What follows belongs to an exercise in optimizing a design on an open flow for small area, a short achievable clock period and few clock cycles per item; a production flow would make more cautious choices. At most, simulation tests tie the RTL to the original design; equivalence was not proved. Power and IR drop assume default switching activity.

==> run Y <==
Design guest_memory_region_map_unit, start of the top module:
module guest_memory_region_map_unit #(
  parameter int unsigned MaxRegions = gmr_pkg::MAX_REGIONS_DEF
) (
  input  logic                             clk_i,
  input  logic                             rst_ni,
  input  logic                             in_valid_i,
  output logic                             in_stall_o,
  input  logic [gmr_pkg::KIND_W-1:0]       kind_i,
  input  logic [gmr_pkg::ADDR_W-1:0]       address_i,
  input  logic [gmr_pkg::ADDR_W-1:0]       length_i,
  input  logic                             write_access_i,
  input  logic                             read_only_i,
  output logic                             out_valid_o,
  input  logic                             out_stall_i,
  output logic [gmr_pkg::STATUS_W-1:0]     status_o,
  output logic [gmr_pkg::RIDX_W-1:0]       region_index_o,
  output logic [gmr_pkg::ADDR_W-1:0]       offset_o,
  output logic [gmr_pkg::ADDR_W-1:0]       granted_length_o,
  output logic                             full_span_o,
  input  logic                             cfg_valid_i,
  output logic                             cfg_ready_o,
  input  logic [gmr_pkg::CFG_IDX_W-1:0]    cfg_index_i,
  input  logic [gmr_pkg::CFG_DATA_W-1:0]   cfg_data_i
);
  ...
make LEC_CHECK=0 CAP_MARGIN=20 CORE_MARGIN=2 CORE_UTILIZATION=40 PLACE_DENSITY=0.45 SETUP_SLACK_MARGIN=4.5 SLEW_MARGIN=20 finish   # period 8.5 ns
run.sh (not shown) runs the stock make flow with config.mk's settings and CLKGATE_MAP_FILE= SYNTH_SCRIPT=/design/flow/synth_recipe.tcl, a recipe that flattens the netlist after the stock synthesis.
==> run A (differences from run Y) <==
--- a/flow/design.v
+++ b/flow/design.v
@@ -79,16 +79,12 @@
   localparam int unsigned AW   = gmr_pkg::ADDR_W;
   localparam int unsigned IdxW = $clog2(MaxRegions > 1 ? MaxRegions : 2);
   localparam int unsigned CntW = $clog2(MaxRegions + 1);
   logic [gmr_pkg::PSL_W-1:0] psl_q;
   logic                      adds_q;
   logic en;
-  logic                       r0_v;
-  logic [gmr_pkg::KIND_W-1:0] r0_kind;
-  logic [AW-1:0]              r0_addr, r0_len;
-  logic                       r0_wr, r0_ro;
   logic                       r1_v;
   logic [gmr_pkg::KIND_W-1:0] r1_kind;
   logic [AW-1:0]              r1_addr, r1_len, r1_end;
   logic [AW:0]                r1_key;
   logic                       r1_map, r1_wr, r1_ro, r1_lz, r1_wrap, r1_mis;
   logic                       r1_c0, r1_c1;
@@ -147,74 +143,63 @@
   assign in_v    = in_valid_i;
   assign in_kind = kind_i;
   assign in_addr = address_i;
   assign in_len  = length_i;
   assign in_wr   = write_access_i;
   assign in_ro   = read_only_i;
-  always_ff @(posedge clk_i or negedge rst_ni) begin
-    if (!rst_ni) r0_v <= 1'b0;
-    else if (en)  r0_v <= in_v;
-  end
-  always_ff @(posedge clk_i) begin
-    if (en) begin
-      r0_kind <= in_kind;
-      r0_addr <= in_addr;
-      r0_len  <= in_len;
-      r0_wr   <= in_wr;
-      r0_ro   <= in_ro;
-    end
-  end
   logic [AW:0]   s1_sum, s1_inc;
   logic [AW-1:0] s1_mask;
-  assign s1_sum  = {1'b0, r0_addr} + {1'b0, r0_len};
-  assign s1_inc  = {1'b0, r0_addr} + (AW+1)'(1);
+  assign s1_sum  = {1'b0, in_addr} + {1'b0, in_len};
+  assign s1_inc  = {1'b0, in_addr} + (AW+1)'(1);
   logic [AW-1:0] s1_total;
   logic [AW:0]   s1_t0;
   logic [AW+1:0] s1_t1;
   assign s1_total = tok_q ? tsum_q : tbase_q;
-  assign s1_t0    = {1'b0, s1_total} + {1'b0, r0_len};
-  assign s1_t1    = {2'b0, s1_total} + {2'b0, r1_len} + {2'b0, r0_len};
+  assign s1_t0    = {1'b0, s1_total} + {1'b0, in_len};
+  assign s1_t1    = {2'b0, s1_total} + {2'b0, r1_len} + {2'b0, in_len};
   assign s1_mask = (AW'(1) << psl_q) - AW'(1);
   always_ff @(posedge clk_i or negedge rst_ni) begin
     if (!rst_ni) r1_v <= 1'b0;
-    else if (en)  r1_v <= r0_v;
+    else if (en)  r1_v <= in_v;
   end
   always_ff @(posedge clk_i) begin
     if (en) begin
-      r1_kind <= r0_kind;
-      r1_addr <= r0_addr;
-      r1_len  <= r0_len;
+      r1_kind <= in_kind;
+      r1_addr <= in_addr;
+      r1_len  <= in_len;
       r1_end  <= s1_sum[AW-1:0];
-      r1_key  <= (r0_kind == gmr_pkg::KIND_MAP) ? s1_inc : s1_sum;
-      r1_map  <= (r0_kind == gmr_pkg::KIND_MAP);
-      r1_wr   <= r0_wr;
-      r1_ro   <= r0_ro;
-      r1_lz   <= (r0_len == '0);
+      r1_key  <= (in_kind == gmr_pkg::KIND_MAP) ? s1_inc : s1_sum;
+      r1_map  <= (in_kind == gmr_pkg::KIND_MAP);
+      r1_wr   <= in_wr;
+      r1_ro   <= in_ro;
+      r1_lz   <= (in_len == '0);
       r1_wrap <= s1_sum[AW];
-      r1_mis  <= ((r0_addr | r0_len) & s1_mask) != '0;
+      r1_mis  <= ((in_addr | in_len) & s1_mask) != '0;
       r1_c0   <= s1_t0[AW];
       r1_c1   <= s1_t1[AW+1] || s1_t1[AW];
     end
   end
   logic                  s2_map;
   logic [MaxRegions-1:0] s2_match;
   logic                  s2_any;
   logic [AW-1:0]         s2_total;
-  logic [AW:0]           s2_tot;
+  logic [AW-1:0]         s2_tot, s2_tot0, s2_tot1;
   logic                  s2_carry;
   logic                  s2_add_ok;
   assign s2_map = r1_map;
   always_comb begin
     for (int i = 0; i < MaxRegions; i++) begin
       s2_match[i] = (CntW'(i) < used_q) && lt_tree(r1_addr, tb_end[i], 1'b0) &&
                     (r1_key[AW] || lt_tree(tb_base[i], r1_key[AW-1:0], 1'b0));
     end
   end
   assign s2_any   = |s2_match;
   assign s2_total = tok_q ? tsum_q : tbase_q;
-  assign s2_tot   = {1'b0, s2_total} + {1'b0, r1_len};
+  assign s2_tot0  = tbase_q + r1_len;
+  assign s2_tot1  = tsum_q + r1_len;
+  assign s2_tot   = tok_q ? s2_tot1 : s2_tot0;
   assign s2_carry = !pclr_q && (pok_q ? r1_c1 : r1_c0);
   assign s2_add_ok = (r1_kind == gmr_pkg::KIND_ADD) && !r1_lz && adds_q && !s2_carry &&
                      !r1_wrap && !r1_mis && !s2_any && (used_q < CntW'(MaxRegions));
   always_ff @(posedge clk_i or negedge rst_ni) begin
     if (!rst_ni) begin
       used_q  <= '0;
@@ -230,13 +215,13 @@
         tbase_q <= s2_total;
         tok_q   <= s2_add_ok;
       end
     end
   end
   always_ff @(posedge clk_i) begin
-    if (en && r1_v && r1_kind == gmr_pkg::KIND_ADD) tsum_q <= s2_tot[AW-1:0];
+    if (en && r1_v && r1_kind == gmr_pkg::KIND_ADD) tsum_q <= s2_tot;
   end
   always_ff @(posedge clk_i or negedge rst_ni) begin
     if (!rst_ni) begin
       pok_q  <= 1'b0;
       pclr_q <= 1'b0;
     end else if (en) begin
SETUP_SLACK_MARGIN = 4.0   (was 4.5)
TNS_END_PERCENT = 20   (was default)
==> notes <==
- Run Y passed the timing, design-rule and antenna checks. Run A completed without violations.
- Of run Y and run A, run Y has the higher routed wire length (gap about 4%, measured against run A).
- In run Y the area after synthesis is larger than in run A, by 3.9%.
- Against run A, the count of clock-buffer cells in the layout of run Y is lower by 3.
- Clock power is about the same in run Y and run A.
- Of run Y and run A, run Y has the higher flip-flop and latch count (gap 133).
- Hold slack: run A is lower than run Y (12 ps).
- Setup slack: run A is worse than run Y (310 ps).
- Of run A and run Y, run A has the higher critical path depth (gap 7).
- Via count: run A is lower than run Y (about 4%).
- Between run A and run Y, the lower synthesized cell count is in run A (gap about 2.7%, measured against run Y).
Testbench counts of run Y, summed over its fixed seeds: cycles 3,848, items 3,808.
Testbench counts of run A, summed over its fixed seeds: cycles 3,840, items 3,808.

========
==> run a: inputs <==
==> flow/design.v <==
`timescale 1ns / 1ps
package gmr_pkg;
  localparam int unsigned MAX_REGIONS_DEF = 16;
  localparam int unsigned KIND_W   = 2;
  localparam int unsigned ADDR_W   = 64;
  localparam int unsigned STATUS_W = 3;
  localparam int unsigned RIDX_W   = 4;
  localparam int unsigned PSL_W    = 5;
  localparam int unsigned ENTRY_W = 2 * ADDR_W + 1;
  localparam int unsigned CFG_IDX_W  = 2;
  localparam int unsigned CFG_DATA_W = 32;
  localparam logic [CFG_IDX_W-1:0] CFG_PAGE_SIZE_LOG2 = 2'd0;
  localparam logic [CFG_IDX_W-1:0] CFG_ADDS_ALLOWED   = 2'd1;
  localparam logic [PSL_W-1:0]     PSL_RESET          = 5'd12;
  localparam logic [KIND_W-1:0] KIND_ADD   = 2'd0;
  localparam logic [KIND_W-1:0] KIND_MAP   = 2'd1;
  localparam logic [KIND_W-1:0] KIND_CLEAR = 2'd2;
  localparam logic [STATUS_W-1:0] ST_OK       = 3'd0;
  localparam logic [STATUS_W-1:0] ST_INVALID  = 3'd1;
  localparam logic [STATUS_W-1:0] ST_BUSY     = 3'd2;
  localparam logic [STATUS_W-1:0] ST_OVERFLOW = 3'd3;
  localparam logic [STATUS_W-1:0] ST_FULL     = 3'd4;
  localparam logic [STATUS_W-1:0] ST_UNMAPPED = 3'd5;
  typedef struct packed {
    logic [STATUS_W-1:0] status;
    logic [RIDX_W-1:0]   region_index;
    logic [ADDR_W-1:0]   offset;
    logic [ADDR_W-1:0]   granted_length;
    logic                full_span;
  } res_t;
endpackage
`timescale 1ns / 1ps
module gmr_ram #(
  parameter int unsigned Width = 8,
  parameter int unsigned Depth = 16
) (
  input  logic                                    clk_i,
  input  logic                                    we_i,
  input  logic [$clog2(Depth > 1 ? Depth : 2)-1:0] waddr_i,
  input  logic [Width-1:0]                        wdata_i,
  input  logic [$clog2(Depth > 1 ? Depth : 2)-1:0] raddr_i,
  output logic [Width-1:0]                        rdata_o
);
  logic [Width-1:0] mem_q [Depth];
  logic [Width-1:0] rdata_q;
  always_ff @(posedge clk_i) begin
    if (we_i) begin
      mem_q[waddr_i] <= wdata_i;
    end
    rdata_q <= mem_q[raddr_i];
  end
  assign rdata_o = rdata_q;
endmodule
`timescale 1ns / 1ps
module guest_memory_region_map_unit #(
  parameter int unsigned MaxRegions = gmr_pkg::MAX_REGIONS_DEF
) (
  input  logic                             clk_i,
  input  logic                             rst_ni,
  input  logic                             in_valid_i,
  output logic                             in_stall_o,
  input  logic [gmr_pkg::KIND_W-1:0]       kind_i,
  input  logic [gmr_pkg::ADDR_W-1:0]       address_i,
  input  logic [gmr_pkg::ADDR_W-1:0]       length_i,
  input  logic                             write_access_i,
  input  logic                             read_only_i,
  output logic                             out_valid_o,
  input  logic                             out_stall_i,
  output logic [gmr_pkg::STATUS_W-1:0]     status_o,
  output logic [gmr_pkg::RIDX_W-1:0]       region_index_o,
  output logic [gmr_pkg::ADDR_W-1:0]       offset_o,
  output logic [gmr_pkg::ADDR_W-1:0]       granted_length_o,
  output logic                             full_span_o,
  input  logic                             cfg_valid_i,
  output logic                             cfg_ready_o,
  input  logic [gmr_pkg::CFG_IDX_W-1:0]    cfg_index_i,
  input  logic [gmr_pkg::CFG_DATA_W-1:0]   cfg_data_i
);
  localparam int unsigned AW   = gmr_pkg::ADDR_W;
  localparam int unsigned IdxW = $clog2(MaxRegions > 1 ? MaxRegions : 2);
  localparam int unsigned CntW = $clog2(MaxRegions + 1);
  logic [gmr_pkg::PSL_W-1:0] psl_q;
  logic                      adds_q;
  logic en;
  logic                       sk_v;
  logic [gmr_pkg::KIND_W-1:0] sk_kind;
  logic [AW-1:0]              sk_addr, sk_len;
  logic                       sk_wr, sk_ro;
  logic                       r1_v;
  logic [gmr_pkg::KIND_W-1:0] r1_kind;
  logic [AW-1:0]              r1_addr, r1_len, r1_end, r1_key;
  logic                       r1_wr, r1_ro, r1_lz, r1_wrap, r1_mis;
  logic                         r2_v, r2_map;
  logic [MaxRegions-1:0]        r2_hit;
  logic [AW-1:0]                r2_addr, r2_len, r2_end;
  logic                         r2_wr;
  logic [gmr_pkg::STATUS_W-1:0] r2_st;
  logic [gmr_pkg::RIDX_W-1:0]   r2_idx;
  logic                         r3_v, r3_map, r3_any, r3_full;
  logic [AW-1:0]                r3_base, r3_endh;
  logic                         r3_roh;
  logic [AW-1:0]                r3_addr, r3_len;
  logic                         r3_wr;
  logic [gmr_pkg::STATUS_W-1:0] r3_st;
  logic [gmr_pkg::RIDX_W-1:0]   r3_idx;
  logic [AW-1:0]         tb_base [MaxRegions];
  logic [AW-1:0]         tb_end  [MaxRegions];
  logic [MaxRegions-1:0] tb_ro;
  logic [CntW-1:0]       used_q;
  logic [AW-1:0]         tbase_q, tsum_q;
  logic                  tok_q;
  logic          o_v;
  gmr_pkg::res_t o_res, res_new;
  function automatic logic lt_tree(input logic [AW-1:0] a, input logic [AW-1:0] b,
                                   input logic orequal);
    logic [AW-1:0] lt, gt;
    lt = ~a & b;
    gt = a & ~b;
    for (int w = 1; w < AW; w = w * 2) begin
      for (int j = 0; j + w < AW; j = j + 2 * w) begin
        lt[j] = lt[j + w] | (~gt[j + w] & lt[j]);
        gt[j] = gt[j + w] | (~lt[j + w] & gt[j]);
      end
    end
    lt_tree = lt[0] | (~gt[0] & orequal);
  endfunction
  assign en          = !(o_v && out_stall_i);
  assign in_stall_o  = sk_v;
  assign cfg_ready_o = 1'b1;
  always_ff @(posedge clk_i or negedge rst_ni) begin
    if (!rst_ni) begin
      psl_q  <= gmr_pkg::PSL_RESET;
      adds_q <= 1'b1;
    end else if (cfg_valid_i) begin
      if (cfg_index_i == gmr_pkg::CFG_PAGE_SIZE_LOG2) psl_q <= cfg_data_i[gmr_pkg::PSL_W-1:0];
      if (cfg_index_i == gmr_pkg::CFG_ADDS_ALLOWED)   adds_q <= cfg_data_i[0];
    end
  end
  always_ff @(posedge clk_i or negedge rst_ni) begin
    if (!rst_ni) sk_v <= 1'b0;
    else         sk_v <= !en && (sk_v || in_valid_i);
  end
  always_ff @(posedge clk_i) begin
    if (!sk_v) begin
      sk_kind <= kind_i;
      sk_addr <= address_i;
      sk_len  <= length_i;
      sk_wr   <= write_access_i;
      sk_ro   <= read_only_i;
    end
  end
  logic                       in_v;
  logic [gmr_pkg::KIND_W-1:0] in_kind;
  logic [AW-1:0]              in_addr, in_len;
  logic                       in_wr, in_ro;
  assign in_v    = sk_v || in_valid_i;
  assign in_kind = sk_v ? sk_kind : kind_i;
  assign in_addr = sk_v ? sk_addr : address_i;
  assign in_len  = sk_v ? sk_len  : length_i;
  assign in_wr   = sk_v ? sk_wr   : write_access_i;
  assign in_ro   = sk_v ? sk_ro   : read_only_i;
  logic [AW:0]   s1_sum;
  logic [AW-1:0] s1_mask;
  assign s1_sum  = {1'b0, in_addr} + {1'b0, in_len};
  assign s1_mask = (AW'(1) << psl_q) - AW'(1);
  always_ff @(posedge clk_i or negedge rst_ni) begin
    if (!rst_ni) r1_v <= 1'b0;
    else if (en)  r1_v <= in_v;
  end
  always_ff @(posedge clk_i) begin
    if (en) begin
      r1_kind <= in_kind;
      r1_addr <= in_addr;
      r1_len  <= in_len;
      r1_end  <= s1_sum[AW-1:0];
      r1_key  <= (in_kind == gmr_pkg::KIND_MAP) ? in_addr : s1_sum[AW-1:0];
      r1_wr   <= in_wr;
      r1_ro   <= in_ro;
      r1_lz   <= (in_len == '0);
      r1_wrap <= s1_sum[AW];
      r1_mis  <= ((in_addr | in_len) & s1_mask) != '0;
    end
  end
  logic                  s2_map;
  logic [MaxRegions-1:0] s2_match;
  logic                  s2_any;
  logic [AW-1:0]         s2_total;
  logic [AW:0]           s2_tot;
  logic                  s2_add_ok;
  logic [gmr_pkg::STATUS_W-1:0] s2_st;
  logic [gmr_pkg::RIDX_W-1:0]   s2_idx;
  assign s2_map = (r1_kind == gmr_pkg::KIND_MAP);
  always_comb begin
    for (int i = 0; i < MaxRegions; i++) begin
      s2_match[i] = (CntW'(i) < used_q) && lt_tree(r1_addr, tb_end[i], 1'b0) &&
                    lt_tree(tb_base[i], r1_key, s2_map);
    end
  end
  assign s2_any   = |s2_match;
  assign s2_total = tok_q ? tsum_q : tbase_q;
  assign s2_tot   = {1'b0, s2_total} + {1'b0, r1_len};
  always_comb begin
    s2_add_ok = 1'b0;
    s2_st     = gmr_pkg::ST_OK;
    s2_idx    = '0;
    unique case (r1_kind)
      gmr_pkg::KIND_ADD: begin
        priority if (r1_lz)                s2_st = gmr_pkg::ST_INVALID;
        else if (!adds_q)                  s2_st = gmr_pkg::ST_BUSY;
        else if (s2_tot[AW] || r1_wrap)    s2_st = gmr_pkg::ST_OVERFLOW;
        else if (r1_mis)                   s2_st = gmr_pkg::ST_INVALID;
        else if (s2_any)                   s2_st = gmr_pkg::ST_BUSY;
        else if (used_q >= CntW'(MaxRegions)) s2_st = gmr_pkg::ST_FULL;
        else begin
          s2_add_ok = 1'b1;
          s2_idx    = gmr_pkg::RIDX_W'(used_q);
        end
      end
      gmr_pkg::KIND_MAP: begin
        if (r1_lz || r1_wrap) s2_st = gmr_pkg::ST_INVALID;
      end
      gmr_pkg::KIND_CLEAR: begin
      end
      default: s2_st = gmr_pkg::ST_INVALID;
    endcase
  end
  always_ff @(posedge clk_i or negedge rst_ni) begin
    if (!rst_ni) begin
      used_q  <= '0;
      tbase_q <= '0;
      tok_q   <= 1'b0;
    end else if (en && r1_v) begin
      if (r1_kind == gmr_pkg::KIND_CLEAR) begin
        used_q  <= '0;
        tbase_q <= '0;
        tok_q   <= 1'b0;
      end else if (r1_kind == gmr_pkg::KIND_ADD) begin
        if (s2_add_ok) used_q <= used_q + CntW'(1);
        tbase_q <= s2_total;
        tok_q   <= s2_add_ok;
      end
    end
  end
  always_ff @(posedge clk_i) begin
    if (en && r1_v && r1_kind == gmr_pkg::KIND_ADD) tsum_q <= s2_tot[AW-1:0];
  end
  logic s2_spec_we;
  assign s2_spec_we = en && r1_v && (r1_kind == gmr_pkg::KIND_ADD) &&
                      (used_q < CntW'(MaxRegions));
  always_ff @(posedge clk_i) begin
    for (int i = 0; i < MaxRegions; i++) begin
      if (s2_spec_we && used_q[IdxW-1:0] == IdxW'(i)) begin
        tb_base[i] <= r1_addr;
        tb_end[i]  <= r1_key;
        tb_ro[i]   <= r1_ro;
      end
    end
  end
  always_ff @(posedge clk_i or negedge rst_ni) begin
    if (!rst_ni) r2_v <= 1'b0;
    else if (en)  r2_v <= r1_v;
  end
  always_ff @(posedge clk_i) begin
    if (en) begin
      r2_map  <= s2_map && !r1_lz && !r1_wrap;
      r2_hit  <= s2_match;
      r2_addr <= r1_addr;
      r2_len  <= r1_len;
      r2_end  <= r1_end;
      r2_wr   <= r1_wr;
      r2_st   <= s2_st;
      r2_idx  <= s2_idx;
    end
  end
  logic [AW-1:0]              s3_base, s3_endh;
  logic                       s3_roh;
  logic [gmr_pkg::RIDX_W-1:0] s3_hidx;
  always_comb begin
    s3_base = '0;
    s3_endh = '0;
    s3_roh  = 1'b0;
    s3_hidx = '0;
    for (int i = 0; i < MaxRegions; i++) begin
      s3_base = s3_base | (tb_base[i] & {AW{r2_hit[i]}});
      s3_endh = s3_endh | (tb_end[i]  & {AW{r2_hit[i]}});
      s3_roh  = s3_roh  | (tb_ro[i] & r2_hit[i]);
      s3_hidx = s3_hidx | (gmr_pkg::RIDX_W'(i) & {gmr_pkg::RIDX_W{r2_hit[i]}});
    end
  end
  always_ff @(posedge clk_i or negedge rst_ni) begin
    if (!rst_ni) r3_v <= 1'b0;
    else if (en)  r3_v <= r2_v;
  end
  always_ff @(posedge clk_i) begin
    if (en) begin
      r3_map  <= r2_map;
      r3_any  <= |r2_hit;
      r3_full <= lt_tree(r2_end, s3_endh, 1'b1);
      r3_base <= s3_base;
      r3_endh <= s3_endh;
      r3_roh  <= s3_roh;
      r3_addr <= r2_addr;
      r3_len  <= r2_len;
      r3_wr   <= r2_wr;
      r3_st   <= r2_st;
      r3_idx  <= r2_map ? s3_hidx : r2_idx;
    end
  end
  logic [AW-1:0] s4_off, s4_avail;
  assign s4_off   = r3_addr - r3_base;
  assign s4_avail = r3_endh - r3_addr;
  always_comb begin
    res_new = '0;
    if (!r3_map) begin
      res_new.status       = r3_st;
      res_new.region_index = r3_idx;
    end else if (!r3_any) begin
      res_new.status = gmr_pkg::ST_UNMAPPED;
    end else if (r3_wr && r3_roh) begin
      res_new.status = gmr_pkg::ST_INVALID;
    end else begin
      res_new.status         = gmr_pkg::ST_OK;
      res_new.region_index   = r3_idx;
      res_new.offset         = s4_off;
      res_new.granted_length = r3_full ? r3_len : s4_avail;
      res_new.full_span      = r3_full;
    end
  end
  always_ff @(posedge clk_i or negedge rst_ni) begin
    if (!rst_ni)  o_v <= 1'b0;
    else if (en)  o_v <= r3_v;
  end
  always_ff @(posedge clk_i) begin
    if (en) o_res <= res_new;
  end
  assign out_valid_o      = o_v;
  assign status_o         = o_res.status;
  assign region_index_o   = o_res.region_index;
  assign offset_o         = o_res.offset;
  assign granted_length_o = o_res.granted_length;
  assign full_span_o      = o_res.full_span;
endmodule
==> flow/run.sh <==
#!/bin/bash
# synth_recipe.tcl (not shown) runs the flow's synth.tcl, then flattens the netlist and writes it again
# the make line also repeats each setting of config.mk as NAME=value (left out here)
make -C /OpenROAD-flow-scripts/flow DESIGN_CONFIG=/design/flow/config.mk WORK_HOME=/design/flow/orfs CLKGATE_MAP_FILE= SYNTH_SCRIPT=/design/flow/synth_recipe.tcl finish
==> flow/config.mk <==
export PLATFORM = sky130hd
export DESIGN_NAME = guest_memory_region_map_unit
export DESIGN_NICKNAME = guest_memory_region_map_unit
export VERILOG_FILES = /design/flow/design.v
export SDC_FILE = /design/flow/constraint.sdc
export NUM_CORES = 4
export LEC_CHECK = 0
export ABC_CLOCK_PERIOD_IN_PS = 2500
export CAP_MARGIN = 20
export CORE_MARGIN = 2
export CORE_UTILIZATION = 40
export SETUP_SLACK_MARGIN = 4.5
export SLEW_MARGIN = 20
==> flow/constraint.sdc <==
create_clock -name core_clock -period 8.5 [get_ports {clk_i}]
set_input_delay 1.7000 -clock core_clock [delete_from_list [all_inputs] [get_ports {clk_i}]]
set_output_delay 1.7000 -clock core_clock [all_outputs]
set_load 0.01 [all_outputs]
==> run b: changes against run a <==
==> flow/design.v, changed modules only <==
module guest_memory_region_map_unit #(
  parameter int unsigned MaxRegions = gmr_pkg::MAX_REGIONS_DEF
) (
  input  logic                             clk_i,
  input  logic                             rst_ni,
  input  logic                             in_valid_i,
  output logic                             in_stall_o,
  input  logic [gmr_pkg::KIND_W-1:0]       kind_i,
  input  logic [gmr_pkg::ADDR_W-1:0]       address_i,
  input  logic [gmr_pkg::ADDR_W-1:0]       length_i,
  input  logic                             write_access_i,
  input  logic                             read_only_i,
  output logic                             out_valid_o,
  input  logic                             out_stall_i,
  output logic [gmr_pkg::STATUS_W-1:0]     status_o,
  output logic [gmr_pkg::RIDX_W-1:0]       region_index_o,
  output logic [gmr_pkg::ADDR_W-1:0]       offset_o,
  output logic [gmr_pkg::ADDR_W-1:0]       granted_length_o,
  output logic                             full_span_o,
  input  logic                             cfg_valid_i,
  output logic                             cfg_ready_o,
  input  logic [gmr_pkg::CFG_IDX_W-1:0]    cfg_index_i,
  input  logic [gmr_pkg::CFG_DATA_W-1:0]   cfg_data_i
);
  localparam int unsigned AW   = gmr_pkg::ADDR_W;
  localparam int unsigned IdxW = $clog2(MaxRegions > 1 ? MaxRegions : 2);
  localparam int unsigned CntW = $clog2(MaxRegions + 1);
  logic [gmr_pkg::PSL_W-1:0] psl_q;
  logic                      adds_q;
  logic en;
  logic                       r1_v;
  logic [gmr_pkg::KIND_W-1:0] r1_kind;
  logic [AW-1:0]              r1_addr, r1_len, r1_end;
  logic [AW:0]                r1_key;
  logic                       r1_map, r1_wr, r1_ro, r1_lz, r1_wrap, r1_mis;
  logic                       r1_c0, r1_c1;
  logic                         r2_v, r2_map;
  logic [MaxRegions-1:0]        r2_hit;
  logic [AW-1:0]                r2_addr, r2_len, r2_end;
  logic                         r2_wr;
  logic [gmr_pkg::KIND_W-1:0]   r2_kind;
  logic                         r2_any, r2_carry, r2_lz, r2_wrap, r2_mis, r2_adds, r2_full;
  logic [gmr_pkg::RIDX_W-1:0]   r2_slot;
  logic                         r3_v, r3_map, r3_any;
  logic [AW-1:0]                r3_base, r3_endh;
  logic                         r3_roh;
  logic [AW-1:0]                r3_addr, r3_len, r3_end;
  logic                         r3_wr;
  logic [gmr_pkg::STATUS_W-1:0] r3_st;
  logic [gmr_pkg::RIDX_W-1:0]   r3_idx;
  logic [AW-1:0]         tb_base [MaxRegions];
  logic [AW-1:0]         tb_end  [MaxRegions];
  logic [MaxRegions-1:0] tb_ro;
  logic [CntW-1:0]       used_q;
  logic [AW-1:0]         tbase_q, tsum_q;
  logic                  tok_q;
  logic                  pok_q, pclr_q;
  logic          o_v;
  gmr_pkg::res_t o_res, res_new;
  function automatic logic lt_tree(input logic [AW-1:0] a, input logic [AW-1:0] b,
                                   input logic orequal);
    logic [AW-1:0] lt, gt;
    lt = ~a & b;
    gt = a & ~b;
    for (int w = 1; w < AW; w = w * 2) begin
      for (int j = 0; j + w < AW; j = j + 2 * w) begin
        lt[j] = lt[j + w] | (~gt[j + w] & lt[j]);
        gt[j] = gt[j + w] | (~lt[j + w] & gt[j]);
      end
    end
    lt_tree = lt[0] | (~gt[0] & orequal);
  endfunction
  assign en          = !(o_v && out_stall_i);
  assign in_stall_o  = !en;
  assign cfg_ready_o = 1'b1;
  always_ff @(posedge clk_i or negedge rst_ni) begin
    if (!rst_ni) begin
      psl_q  <= gmr_pkg::PSL_RESET;
      adds_q <= 1'b1;
    end else if (cfg_valid_i) begin
      if (cfg_index_i == gmr_pkg::CFG_PAGE_SIZE_LOG2) psl_q <= cfg_data_i[gmr_pkg::PSL_W-1:0];
      if (cfg_index_i == gmr_pkg::CFG_ADDS_ALLOWED)   adds_q <= cfg_data_i[0];
    end
  end
  logic                       in_v;
  logic [gmr_pkg::KIND_W-1:0] in_kind;
  logic [AW-1:0]              in_addr, in_len;
  logic                       in_wr, in_ro;
  assign in_v    = in_valid_i;
  assign in_kind = kind_i;
  assign in_addr = address_i;
  assign in_len  = length_i;
  assign in_wr   = write_access_i;
  assign in_ro   = read_only_i;
  logic [AW:0]   s1_sum, s1_inc;
  logic [AW-1:0] s1_mask;
  assign s1_sum  = {1'b0, in_addr} + {1'b0, in_len};
  assign s1_inc  = {1'b0, in_addr} + (AW+1)'(1);
  logic [AW-1:0] s1_total;
  logic [AW:0]   s1_t0;
  logic [AW+1:0] s1_t1;
  assign s1_total = tok_q ? tsum_q : tbase_q;
  assign s1_t0    = {1'b0, s1_total} + {1'b0, in_len};
  assign s1_t1    = {2'b0, s1_total} + {2'b0, r1_len} + {2'b0, in_len};
  assign s1_mask = (AW'(1) << psl_q) - AW'(1);
  always_ff @(posedge clk_i or negedge rst_ni) begin
    if (!rst_ni) r1_v <= 1'b0;
    else if (en)  r1_v <= in_v;
  end
  always_ff @(posedge clk_i) begin
    if (en) begin
      r1_kind <= in_kind;
      r1_addr <= in_addr;
      r1_len  <= in_len;
      r1_end  <= s1_sum[AW-1:0];
      r1_key  <= (in_kind == gmr_pkg::KIND_MAP) ? s1_inc : s1_sum;
      r1_map  <= (in_kind == gmr_pkg::KIND_MAP);
      r1_wr   <= in_wr;
      r1_ro   <= in_ro;
      r1_lz   <= (in_len == '0);
      r1_wrap <= s1_sum[AW];
      r1_mis  <= ((in_addr | in_len) & s1_mask) != '0;
      r1_c0   <= s1_t0[AW];
      r1_c1   <= s1_t1[AW+1] || s1_t1[AW];
    end
  end
  logic                  s2_map;
  logic [MaxRegions-1:0] s2_match;
  logic                  s2_any;
  logic [AW-1:0]         s2_total;
  logic [AW:0]           s2_tot;
  logic                  s2_carry;
  logic                  s2_add_ok;
  assign s2_map = r1_map;
  always_comb begin
    for (int i = 0; i < MaxRegions; i++) begin
      s2_match[i] = (CntW'(i) < used_q) && lt_tree(r1_addr, tb_end[i], 1'b0) &&
                    (r1_key[AW] || lt_tree(tb_base[i], r1_key[AW-1:0], 1'b0));
    end
  end
  assign s2_any   = |s2_match;
  assign s2_total = tok_q ? tsum_q : tbase_q;
  assign s2_tot   = {1'b0, s2_total} + {1'b0, r1_len};
  assign s2_carry = !pclr_q && (pok_q ? r1_c1 : r1_c0);
  assign s2_add_ok = (r1_kind == gmr_pkg::KIND_ADD) && !r1_lz && adds_q && !s2_carry &&
                     !r1_wrap && !r1_mis && !s2_any && (used_q < CntW'(MaxRegions));
  always_ff @(posedge clk_i or negedge rst_ni) begin
    if (!rst_ni) begin
      used_q  <= '0;
      tbase_q <= '0;
      tok_q   <= 1'b0;
    end else if (en && r1_v) begin
      if (r1_kind == gmr_pkg::KIND_CLEAR) begin
        used_q  <= '0;
        tbase_q <= '0;
        tok_q   <= 1'b0;
      end else if (r1_kind == gmr_pkg::KIND_ADD) begin
        if (s2_add_ok) used_q <= used_q + CntW'(1);
        tbase_q <= s2_total;
        tok_q   <= s2_add_ok;
      end
    end
  end
  always_ff @(posedge clk_i) begin
    if (en && r1_v && r1_kind == gmr_pkg::KIND_ADD) tsum_q <= s2_tot[AW-1:0];
  end
  always_ff @(posedge clk_i or negedge rst_ni) begin
    if (!rst_ni) begin
      pok_q  <= 1'b0;
      pclr_q <= 1'b0;
    end else if (en) begin
      pok_q  <= r1_v && (r1_kind == gmr_pkg::KIND_ADD) && s2_add_ok;
      pclr_q <= r1_v && (r1_kind == gmr_pkg::KIND_CLEAR);
    end
  end
  logic s2_spec_we;
  assign s2_spec_we = en && r1_v && (r1_kind == gmr_pkg::KIND_ADD) &&
                      (used_q < CntW'(MaxRegions));
  always_ff @(posedge clk_i) begin
    for (int i = 0; i < MaxRegions; i++) begin
      if (s2_spec_we && used_q[IdxW-1:0] == IdxW'(i)) begin
        tb_base[i] <= r1_addr;
        tb_end[i]  <= r1_end;
        tb_ro[i]   <= r1_ro;
      end
    end
  end
  always_ff @(posedge clk_i or negedge rst_ni) begin
    if (!rst_ni) r2_v <= 1'b0;
    else if (en)  r2_v <= r1_v;
  end
  always_ff @(posedge clk_i) begin
    if (en) begin
      r2_map  <= s2_map && !r1_lz && !r1_wrap;
      r2_hit  <= s2_match;
      r2_addr <= r1_addr;
      r2_len  <= r1_len;
      r2_end  <= r1_end;
      r2_wr   <= r1_wr;
      r2_kind  <= r1_kind;
      r2_any   <= s2_any;
      r2_carry <= s2_carry;
      r2_lz    <= r1_lz;
      r2_wrap  <= r1_wrap;
      r2_mis   <= r1_mis;
      r2_adds  <= adds_q;
      r2_full  <= (used_q >= CntW'(MaxRegions));
      r2_slot  <= gmr_pkg::RIDX_W'(used_q);
    end
  end
  logic [gmr_pkg::STATUS_W-1:0] s3_st;
  logic [gmr_pkg::RIDX_W-1:0]   s3_idx;
  always_comb begin
    s3_st  = gmr_pkg::ST_OK;
    s3_idx = '0;
    unique case (r2_kind)
      gmr_pkg::KIND_ADD: begin
        priority if (r2_lz)                s3_st = gmr_pkg::ST_INVALID;
        else if (!r2_adds)                 s3_st = gmr_pkg::ST_BUSY;
        else if (r2_carry || r2_wrap)      s3_st = gmr_pkg::ST_OVERFLOW;
        else if (r2_mis)                   s3_st = gmr_pkg::ST_INVALID;
        else if (r2_any)                   s3_st = gmr_pkg::ST_BUSY;
        else if (r2_full)                  s3_st = gmr_pkg::ST_FULL;
        else                               s3_idx = r2_slot;
      end
      gmr_pkg::KIND_MAP: begin
        if (r2_lz || r2_wrap) s3_st = gmr_pkg::ST_INVALID;
      end
      gmr_pkg::KIND_CLEAR: begin
      end
      default: s3_st = gmr_pkg::ST_INVALID;
    endcase
  end
  logic [AW-1:0]              s3_base, s3_endh;
  logic                       s3_roh;
  logic [gmr_pkg::RIDX_W-1:0] s3_hidx;
  always_comb begin
    s3_base = '0;
    s3_endh = '0;
    s3_roh  = 1'b0;
    s3_hidx = '0;
    for (int i = 0; i < MaxRegions; i++) begin
      s3_base = s3_base | (tb_base[i] & {AW{r2_hit[i]}});
      s3_endh = s3_endh | (tb_end[i]  & {AW{r2_hit[i]}});
      s3_roh  = s3_roh  | (tb_ro[i] & r2_hit[i]);
      s3_hidx = s3_hidx | (gmr_pkg::RIDX_W'(i) & {gmr_pkg::RIDX_W{r2_hit[i]}});
    end
  end
  always_ff @(posedge clk_i or negedge rst_ni) begin
    if (!rst_ni) r3_v <= 1'b0;
    else if (en)  r3_v <= r2_v;
  end
  always_ff @(posedge clk_i) begin
    if (en) begin
      r3_map  <= r2_map;
      r3_any  <= |r2_hit;
      r3_base <= s3_base;
      r3_endh <= s3_endh;
      r3_roh  <= s3_roh;
      r3_addr <= r2_addr;
      r3_len  <= r2_len;
      r3_end  <= r2_end;
      r3_wr   <= r2_wr;
      r3_st   <= s3_st;
      r3_idx  <= r2_map ? s3_hidx : s3_idx;
    end
  end
  logic [AW-1:0] s4_off, s4_avail;
  logic          s4_full;
  assign s4_off   = r3_addr - r3_base;
  assign s4_avail = r3_endh - r3_addr;
  assign s4_full  = lt_tree(r3_end, r3_endh, 1'b1);
  always_comb begin
    res_new = '0;
    if (!r3_map) begin
      res_new.status       = r3_st;
      res_new.region_index = r3_idx;
    end else if (!r3_any) begin
      res_new.status = gmr_pkg::ST_UNMAPPED;
    end else if (r3_wr && r3_roh) begin
      res_new.status = gmr_pkg::ST_INVALID;
    end else begin
      res_new.status         = gmr_pkg::ST_OK;
      res_new.region_index   = r3_idx;
      res_new.offset         = s4_off;
      res_new.granted_length = s4_full ? r3_len : s4_avail;
      res_new.full_span      = s4_full;
    end
  end
  always_ff @(posedge clk_i or negedge rst_ni) begin
    if (!rst_ni)  o_v <= 1'b0;
    else if (en)  o_v <= r3_v;
  end
  always_ff @(posedge clk_i) begin
    if (en) o_res <= res_new;
  end
  assign out_valid_o      = o_v;
  assign status_o         = o_res.status;
  assign region_index_o   = o_res.region_index;
  assign offset_o         = o_res.offset;
  assign granted_length_o = o_res.granted_length;
  assign full_span_o      = o_res.full_span;
endmodule
--- a/flow/config.mk
+++ b/flow/config.mk
@@ -6,8 +6,8 @@
 export NUM_CORES = 4
 export LEC_CHECK = 0
-export ABC_CLOCK_PERIOD_IN_PS = 2500
 export CAP_MARGIN = 20
 export CORE_MARGIN = 2
 export CORE_UTILIZATION = 40
-export SETUP_SLACK_MARGIN = 4.5
+export PLACE_DENSITY = 0.45
+export SETUP_SLACK_MARGIN = 4.0
 export SLEW_MARGIN = 20
==> notes <==
Against run a, the area after synthesis of run b is higher by 1.7%.
Worst setup slack: run b is better than run a (0.30 ns).
Combinational power: run a is larger than run b (20%).
In run b the power is lower than in run a, by about 6%.
Of run b and run a, run b has the higher cell count (gap 4.7%, measured against run a).
In run b the wire length is higher than in run a, by 17%.
Non-clock buffer count: run a is lower than run b (7).
In run a the global-route usage is lower than in run b, by 4.8 points.
Of run a and run b, run b has the higher synthesized cell count (gap about 6%, measured against run b).
Of run a and run b, run b has the higher final area (gap 1.6%, measured against run b).
==> figures <==
                                                                             run a       run b
Net count after synthesis                                                    15300       16500
Number of combinational gates with multiple inputs                            9952       10800
Clock-pin transition on the worst setup and hold timing paths              0.07 ns     0.06 ns
Post-Synthesis Cells                                                         14800       15800
Multiplexer share of the synthesized area                                    1.37%      0.507%
Clk power                                                                  15.6 mW     16.7 mW
Filler Cell Count                                                            38400       39500
Latest clock arrival within the worst-skew pair                            1.03 ns     1.02 ns
Summed area of non-filler cells in the final layout                      0.207 mm2   0.210 mm2
Detailed Routing Iterations Pass 1                                               8          10
Nets                                                                         16200       17300
Sequential share of power                                                    32.3%       34.4%
Mapped Area                                                              0.173 mm2   0.176 mm2
Global-route wire length before repair                                  1000000 um  1160000 um
Critical Path Max Stage Delay                                              1.10 ns     0.72 ns
Count of routing violations after the opening detailed-route iteration       21600       25600
Number of buffers inserted by post-CTS setup repair                            415         323
Number of antenna violations at the first check in global routing               56         123
Clock sink count                                                              3225        3167
Minimum clock period after layout                                          5.08 ns     4.78 ns
Power attributed to combinational cells                                    30.2 mW     25.1 mW
Run status                                                timing/DRC/antenna clean  timing/DRC/antenna clean
Testbench counts of run b, summed over its fixed seeds: cycles 3,840, items 3,808.
For run a, only the layout was checked, not whether the RTL still works.

[afterwards: timing with drivers on the ports]
Ports are ideal in the flow. The routed layouts listed here were re-timed in OpenROAD. Step 1, drivers: a clkbuf_16 drives clk_i and a buf_2 each remaining input, both assumed. Step 2, shift: input delay + t, output delay - t, t = (earliest + latest rising clock arrival at the registers) / 2. This alone moves slack from input paths to output paths. Three values: ideal, step 1, step 2; two values: the first two.
run | t (ns) | slack for setup (ns) | worst setup path at the end | latest minus earliest clock arrival (ns) | worst register clock-pin slew, ns
run Y of note 1 | 1.123 | 3.697 / 3.697 / 3.472 | input to register | 0.052 / 0.052 | 0.07 / 0.07
run A of note 1 | 1.103 | 3.391 / 3.391 / 2.848 | input to register | 0.075 / 0.075 | 0.07 / 0.07
run a of note 2 | 1.094 | 3.418 / 3.418 / 2.587 | input to register | 0.060 / 0.060 | 0.07 / 0.07
run b of note 2 | 1.111 | 3.723 / 3.723 / 2.739 | input to register | 0.049 / 0.049 | 0.07 / 0.07
After both steps setup and hold are still met in every run listed. For run b of note 2, which loses most, drivers alone change the setup slack by 0.000 ns; drivers and shift together by -0.984 ns.
